This design comes from an exercise in tuning for small area on the open sky130 flow, not from production work. Function was checked by simulation only, so behaviour that the tests miss may differ from the original. Power is estimated from default activity; no workload was simulated. No driver is modelled on the clock port, so clocking that relies on it looks cheaper here than on a real chip.

== run A ==
## mipsCoreTop
module mipsCoreTop (
	input logic CLK,
	input logic reset,
	output logic wb_cyc_o,
	output logic wb_stb_o,
	output logic wb_we_o,
	output logic [8:0] wb_adr_o,
	output logic [31:0] wb_dat_o,
	input logic wb_ack_i,
	input logic [31:0] wb_dat_i
);
For scale: roughly 1,600 cells after synthesis, ~1,100 flip-flops, ~79 I/O pins, roughly 0.025 mm2 of cells after synthesis.
clock: 10.0 ns
lec_check: 0
cap_margin: 20
core_margin: 2
core_utilization: 40
slew_margin: 20
standard.sh (not shown) runs the stock make flow with config.mk's settings and CLKGATE_MAP_FILE= SYNTH_SCRIPT=/design/flow/synth_recipe.tcl, a recipe that flattens the netlist after the stock synthesis.
==> flow/flow/run.sh <==
#!/bin/bash
# Standard layout with these changes: synthesis maps logic for area
# (flow/synth_area.tcl, which wraps the standard flow's own synthesis script), the clock
# tree uses clkbuf_8 buffers with sinks clustered in groups of up to 21
# without dummy loads, and the port buffers are the smallest buffer cell.
set -euo pipefail
here=$(pwd)
export FLOW_STD_SYNTH="$here/synth_recipe.tcl"
bash standard.sh \
	SYNTH_SCRIPT="$here/flow/synth_area.tcl" \
	CTS_ARGS="-sink_clustering_enable -repair_clock_nets -dont_use_dummy_load -sink_clustering_size 21 -sink_clustering_max_diameter 70 -buf_list sky130_fd_sc_hd__clkbuf_8" \
	BUFFER_PORTS_ARGS="-buffer_cell sky130_fd_sc_hd__buf_1" \
	finish > flow_make.log 2>&1
==> flow/flow/synth_area.tcl <==
# The standard synthesis script with one change: ABC maps the logic with
# its area-oriented mapper (amap) instead of the speed script, without the
# delay target and the driver/load constraints. Registers are mapped before
# ABC runs, so they are the same as in the standard synthesis.
proc abc {args} {
  set keep {}
  set skip 0
  foreach a $args {
    if {$skip} { set skip 0; continue }
    if {$a eq "-script" || $a eq "-D" || $a eq "-constr"} { set skip 1; continue }
    lappend keep $a
  }
  yosys abc -script "+strash;ifraig;scorr;dc2;dc2;strash;dch,-f;amap,-A,8,-F,2" {*}$keep
}
source $::env(FLOW_STD_SYNTH)
Run A reached the final stage; the timing, DRC and antenna checks on its layout passed.
The inputs of run B differ from those of run A as listed below.
diff --git a/flow/flow/run.sh b/flow/flow/run.sh
--- a/flow/flow/run.sh
+++ b/flow/flow/run.sh
@@ -1,4 +1,5 @@
 #!/bin/bash
-# Standard layout with these changes: synthesis maps logic for area
+# Standard layout with these changes: 55% core utilization, synthesis maps
+# logic for area
 # (flow/synth_area.tcl, which wraps the standard flow's own synthesis script), the clock
 # tree uses clkbuf_8 buffers with sinks clustered in groups of up to 21
@@ -8,4 +9,5 @@
 export FLOW_STD_SYNTH="$here/synth_recipe.tcl"
 bash standard.sh \
+	CORE_UTILIZATION=55 \
 	SYNTH_SCRIPT="$here/flow/synth_area.tcl" \
 	CTS_ARGS="-sink_clustering_enable -repair_clock_nets -dont_use_dummy_load -sink_clustering_size 21 -sink_clustering_max_diameter 70 -buf_list sky130_fd_sc_hd__clkbuf_8" \
==> run notes <==
Run B vs run A: routed wire length down slightly. Side by side, total power turned out lower in run B than in run A. Highest clock rate in run B is 0.73% lower than in run A. Post-route worst setup slack in run B is 35 ps below run A. Diff run A -> run B: fraction of power consumed by the clock network about even; area enclosed by the die boundary has decreased; chip height down 37 um.
Inputs modified between run B and run C:
==> flow/flow/run.sh <==
#!/bin/bash
# Standard layout with these changes: synthesis maps logic for area
# (flow/synth_area.tcl, which wraps the standard flow's own synthesis script), the clock
# tree uses clkbuf_8 buffers with sinks clustered in groups of up to 21
# without dummy loads, and the port buffers are the smallest buffer cell.
set -euo pipefail
here=$(pwd)
export FLOW_STD_SYNTH="$here/synth_recipe.tcl"
bash standard.sh \
	SYNTH_SCRIPT="$here/flow/synth_area.tcl" \
	CTS_ARGS="-sink_clustering_enable -repair_clock_nets -dont_use_dummy_load -sink_clustering_size 21 -sink_clustering_max_diameter 55 -buf_list sky130_fd_sc_hd__clkbuf_8" \
	BUFFER_PORTS_ARGS="-buffer_cell sky130_fd_sc_hd__buf_1" \
	finish > flow_make.log 2>&1
diff --git a/flow/flow/synth_area.tcl b/flow/flow/synth_area.tcl
--- a/flow/flow/synth_area.tcl
+++ b/flow/flow/synth_area.tcl
@@ -11,5 +11,5 @@
     lappend keep $a
   }
-  yosys abc -script "+strash;ifraig;scorr;dc2;dc2;strash;dch,-f;amap,-A,8,-F,2" {*}$keep
+  yosys abc -script "+strash;ifraig;scorr;dc2;strash;dch,-f;amap" {*}$keep
 }
 source $::env(FLOW_STD_SYNTH)
Notes after the runs:
Run C vs run B: proportion of cell area occupied by registers down in run C
Area: run C vs run B -> run C larger
Delta (run C minus run B): met2 routed wirelength has increased, power share of the sequential group has increased, required time of the worst setup path has increased, sequential-to-total area share from yosys stat has decreased, core utilization of the finished layout has decreased.
Taking run C over run B, the largest net degree at the start of global routing ratio works out to 0.79.
Changes observed in run C relative to run B: filler cell count in the final layout went up, register-to-register slack went down.
For run D, these inputs were changed with respect to run C:
==> flow/flow/run.sh <==
#!/bin/bash
# Standard layout with these changes: synthesis maps logic for area
# (flow/synth_area.tcl, which wraps the standard flow's own synthesis script), the clock
# tree uses clkbuf_8 buffers with sinks clustered in groups of up to 20
# without dummy loads, and the port buffers are the smallest buffer cell.
set -euo pipefail
here=$(pwd)
export FLOW_STD_SYNTH="$here/synth_recipe.tcl"
bash standard.sh \
	SYNTH_SCRIPT="$here/flow/synth_area.tcl" \
	CTS_ARGS="-sink_clustering_enable -repair_clock_nets -dont_use_dummy_load -sink_clustering_size 20 -sink_clustering_max_diameter 80 -buf_list sky130_fd_sc_hd__clkbuf_8" \
	BUFFER_PORTS_ARGS="-buffer_cell sky130_fd_sc_hd__buf_1" \
	finish > flow_make.log 2>&1
diff --git a/flow/flow/synth_area.tcl b/flow/flow/synth_area.tcl
--- a/flow/flow/synth_area.tcl
+++ b/flow/flow/synth_area.tcl
@@ -11,5 +11,5 @@
     lappend keep $a
   }
-  yosys abc -script "+strash;ifraig;scorr;dc2;strash;dch,-f;amap" {*}$keep
+  yosys abc -script "+strash;ifraig;scorr;dc2;dc2;strash;dch,-f;amap,-A,8,-F,2" {*}$keep
 }
 source $::env(FLOW_STD_SYNTH)
## What came out
- Compared with run C, via density per instance in run D increased by a few percent.
- Utilization run C -> run D: down
- Areal power density over the cells for run D is higher than for run C.
- Looking at final net count across run D and run C, the one that comes out lower is run D.
- Run D vs run C: wire length reported by the detailed router down in run D
- In the flow results for run D and run C, the count of distinct cell types in the synthesized netlist is smaller on run D.

========
Another version of the RTL of mipsCoreTop (not shown whole).
For scale: ~1600 cells after synthesis, ~1100 flip-flops, roughly 79 I/O pins, roughly 26000 um2 of cells after synthesis.
// mipsCoreTop
module mipsCoreTop (
	input logic CLK,
	input logic reset,
	output logic wb_cyc_o,
	output logic wb_stb_o,
	output logic wb_we_o,
	output logic [8:0] wb_adr_o,
	output logic [31:0] wb_dat_o,
	input logic wb_ack_i,
	input logic [31:0] wb_dat_i
);
	logic stb;
	logic [6:0] adrWord;
	assign wb_cyc_o = stb;
	assign wb_stb_o = stb;
	assign wb_adr_o = {adrWord, 2'b00};
	mipsCore i_mipsCore (
		.CLK(CLK),
		.reset(reset),
		.stb(stb),
		.we(wb_we_o),
		.adrWord(adrWord),
		.datW(wb_dat_o),
		.ack(wb_ack_i),
		.datR(wb_dat_i)
	);
endmodule
clock: 10.0 ns
lec_check: 0
cap_margin: 20
core_margin: 2
core_utilization: 40
slew_margin: 20
run.sh (not shown) runs the stock make flow with config.mk's settings and CLKGATE_MAP_FILE= SYNTH_SCRIPT=/design/flow/synth_recipe.tcl, a recipe that flattens the netlist after the stock synthesis.
Stock flow here: none of the scripts above is used.
Next try:
==> flow/flow/run.sh (new file) <==
#!/bin/bash
# Standard layout with two changes: clock tree sinks clustered into larger
# groups without dummy loads, and port buffers of the smallest buffer cell.
set -euo pipefail
bash standard.sh \
	CTS_ARGS="-sink_clustering_enable -repair_clock_nets -dont_use_dummy_load -sink_clustering_size 35 -sink_clustering_max_diameter 70" \
	BUFFER_PORTS_ARGS="-buffer_cell sky130_fd_sc_hd__buf_1" \
	finish > flow_make.log 2>&1
==> flow/standard.sh (new file) <==
#!/bin/bash
# synth_recipe.tcl (not shown) runs the flow's synth.tcl, then flattens the netlist and writes it again
# the make line also repeats each setting of config.mk as NAME=value (left out here)
make -C /OpenROAD-flow-scripts/flow DESIGN_CONFIG=/design/flow/config.mk WORK_HOME=/design/flow/orfs CLKGATE_MAP_FILE= SYNTH_SCRIPT=/design/flow/synth_recipe.tcl "${@:-finish}"
removed: flow/run.sh
Effect:
- The new run finished clean
- via count goes down by a few percent
- design area falls by a little under a tenth
- flip-flop and latch count does not change
- setup slack gains 0.32 ns
- clock skew climbs by 0.021 ns
- fmax came out higher by a little under a tenth

========
== v34 ==
mipsCoreTop, a different RTL version from the one above (not shown whole).
For scale: ~1,500 cells after synthesis, about 1,100 flip-flops, roughly 79 I/O pins, ~25,000 µm² of cells after synthesis.
Design mipsCoreTop, start of the top module:
module mipsCoreTop (
	input logic CLK,
	input logic reset,
	output logic wb_cyc_o,
	output logic wb_stb_o,
	output logic wb_we_o,
	output logic [8:0] wb_adr_o,
	output logic [31:0] wb_dat_o,
	input logic wb_ack_i,
	input logic [31:0] wb_dat_i
);
==> flow/config.mk <==
export PLATFORM = sky130hd
export DESIGN_NAME = mipsCoreTop
export DESIGN_NICKNAME = mipsCoreTop
export VERILOG_FILES = /design/flow/design.v
export SDC_FILE = /design/flow/constraint.sdc
export NUM_CORES = 4
export LEC_CHECK = 0
export CAP_MARGIN = 20
export CORE_MARGIN = 2
export CORE_UTILIZATION = 40
export SLEW_MARGIN = 20
==> flow/constraint.sdc <==
create_clock -name core_clock -period 10.0 [get_ports {CLK}]
set_input_delay 2.0000 -clock core_clock [delete_from_list [all_inputs] [get_ports {CLK}]]
set_output_delay 2.0000 -clock core_clock [all_outputs]
set_load 0.01 [all_outputs]
standard.sh (not shown) runs the stock make flow with config.mk's settings and CLKGATE_MAP_FILE= SYNTH_SCRIPT=/design/flow/synth_recipe.tcl, a recipe that flattens the netlist after the stock synthesis.
==> flow/flow/run.sh <==
#!/bin/bash
# Standard layout with these changes: the clock tree uses clkbuf_8 buffers
# with sinks clustered in groups of up to 21 without dummy loads, the port
# buffers are the smallest buffer cell, and after global routing the resizer
# downsizes cells on paths with positive slack.
set -euo pipefail
bash standard.sh \
	CTS_ARGS="-sink_clustering_enable -repair_clock_nets -dont_use_dummy_load -sink_clustering_size 21 -sink_clustering_max_diameter 55 -buf_list sky130_fd_sc_hd__clkbuf_8" \
	BUFFER_PORTS_ARGS="-buffer_cell sky130_fd_sc_hd__buf_1" \
	RECOVER_POWER=100 \
	finish > flow_make.log 2>&1
STATUS run=v34 STAGES=ALL_DONE FINAL_CHECKS=FAILED CAUSE=max-capacitance violations, max-slew violations
Edits applied to the flow inputs when going from v34 to v43:
==> flow/flow/run.sh <==
#!/bin/bash
# Standard layout with two changes: the clock tree uses clkbuf_8 buffers with
# sinks clustered in groups of up to 21 without dummy loads, and the port
# buffers are the smallest buffer cell.
set -euo pipefail
bash standard.sh \
	CTS_ARGS="-sink_clustering_enable -repair_clock_nets -dont_use_dummy_load -sink_clustering_size 21 -sink_clustering_max_diameter 55 -buf_list sky130_fd_sc_hd__clkbuf_8" \
	BUFFER_PORTS_ARGS="-buffer_cell sky130_fd_sc_hd__buf_1" \
	finish > flow_make.log 2>&1
## What came out
Having completed the whole flow, v43 delivered a layout that passed the timing, DRC and antenna checks.
The cell area after layout on v43 is in line with that on v34.
Comparing v34 with v43, the core utilization came out essentially unchanged.
Fmax | v43 vs v34 | v43 faster
Relative to v43, the following input files were edited for v57:
==> flow/flow/run.sh <==
#!/bin/bash
# Standard layout with two changes: clock tree sinks clustered into larger
# groups without dummy loads, and port buffers of the smallest buffer cell.
set -euo pipefail
bash standard.sh \
	CTS_ARGS="-sink_clustering_enable -repair_clock_nets -dont_use_dummy_load -sink_clustering_size 35 -sink_clustering_max_diameter 70" \
	BUFFER_PORTS_ARGS="-buffer_cell sky130_fd_sc_hd__buf_1" \
	finish > flow_make.log 2>&1
==> run notes <==
- Looking at final worst setup slack, v57 sits 0.034 ns above v43.
- Delta (v57 minus v43): fraction of power consumed by the clock network +2.2 points; met2 wire length shrank by 1.1%.
- Comparing v43 and v57, fmax is higher on v57.
- Measured against each other, v43 and v57 differ in global-route wire length before repair, the higher figure coming from v43.
- Diff v43 -> v57: average wire per cell in the routed design has remained practically unchanged; number of flip-flops and latches has remained practically unchanged.

separate check: timing with driven ports:
The results above use ideal ports. As a check the final layouts listed here were re-extracted and re-timed, cells and wires unchanged.
Step 1, drivers: a clkbuf_16 drives CLK and a buf_2 each remaining input, both assumed.
Step 2 moves the port delays by t, midway between the first and last clock arrival at a register: inputs arrive t later, outputs are due t later. That takes back most of the time a late clock gives input paths.
Three values: ideal, step 1, step 2; two values: the first two.
| run | t (ns) | setup slack, ns | hold slack, ns |
|---|---|---|---|
| run A | 0.699 | 5.299 / 5.248 / 5.040 | 0.282 / 0.282 / 0.282 |
| run B | 0.709 | 5.264 / 5.211 / 4.875 | 0.263 / 0.263 / 0.263 |
| run C | 0.668 | 5.248 / 5.248 / 4.686 | 0.261 / 0.261 / 0.261 |
| run D | 0.708 | 5.234 / 5.181 / 5.043 | 0.314 / 0.314 / 0.314 |
| the first run of note 2 | 0.669 | 5.218 / 5.158 / 5.481 | 0.305 / 0.305 / 0.305 |
| the second run of note 2 | 0.623 | 5.536 / 5.478 / 5.907 | 0.288 / 0.288 / 0.288 |
| v34 | 0.713 | 4.607 / 4.607 / 4.607 | 0.292 / 0.292 / 0.292 |
| v43 | 0.718 | 5.473 / 5.433 / 5.473 | 0.292 / 0.292 / 0.292 |
| v57 | 0.621 | 5.507 / 5.507 / 5.507 | 0.301 / 0.301 / 0.301 |
For run C, which loses most, drivers alone change the setup slack by 0.000 ns; drivers and shift together by -0.562 ns.
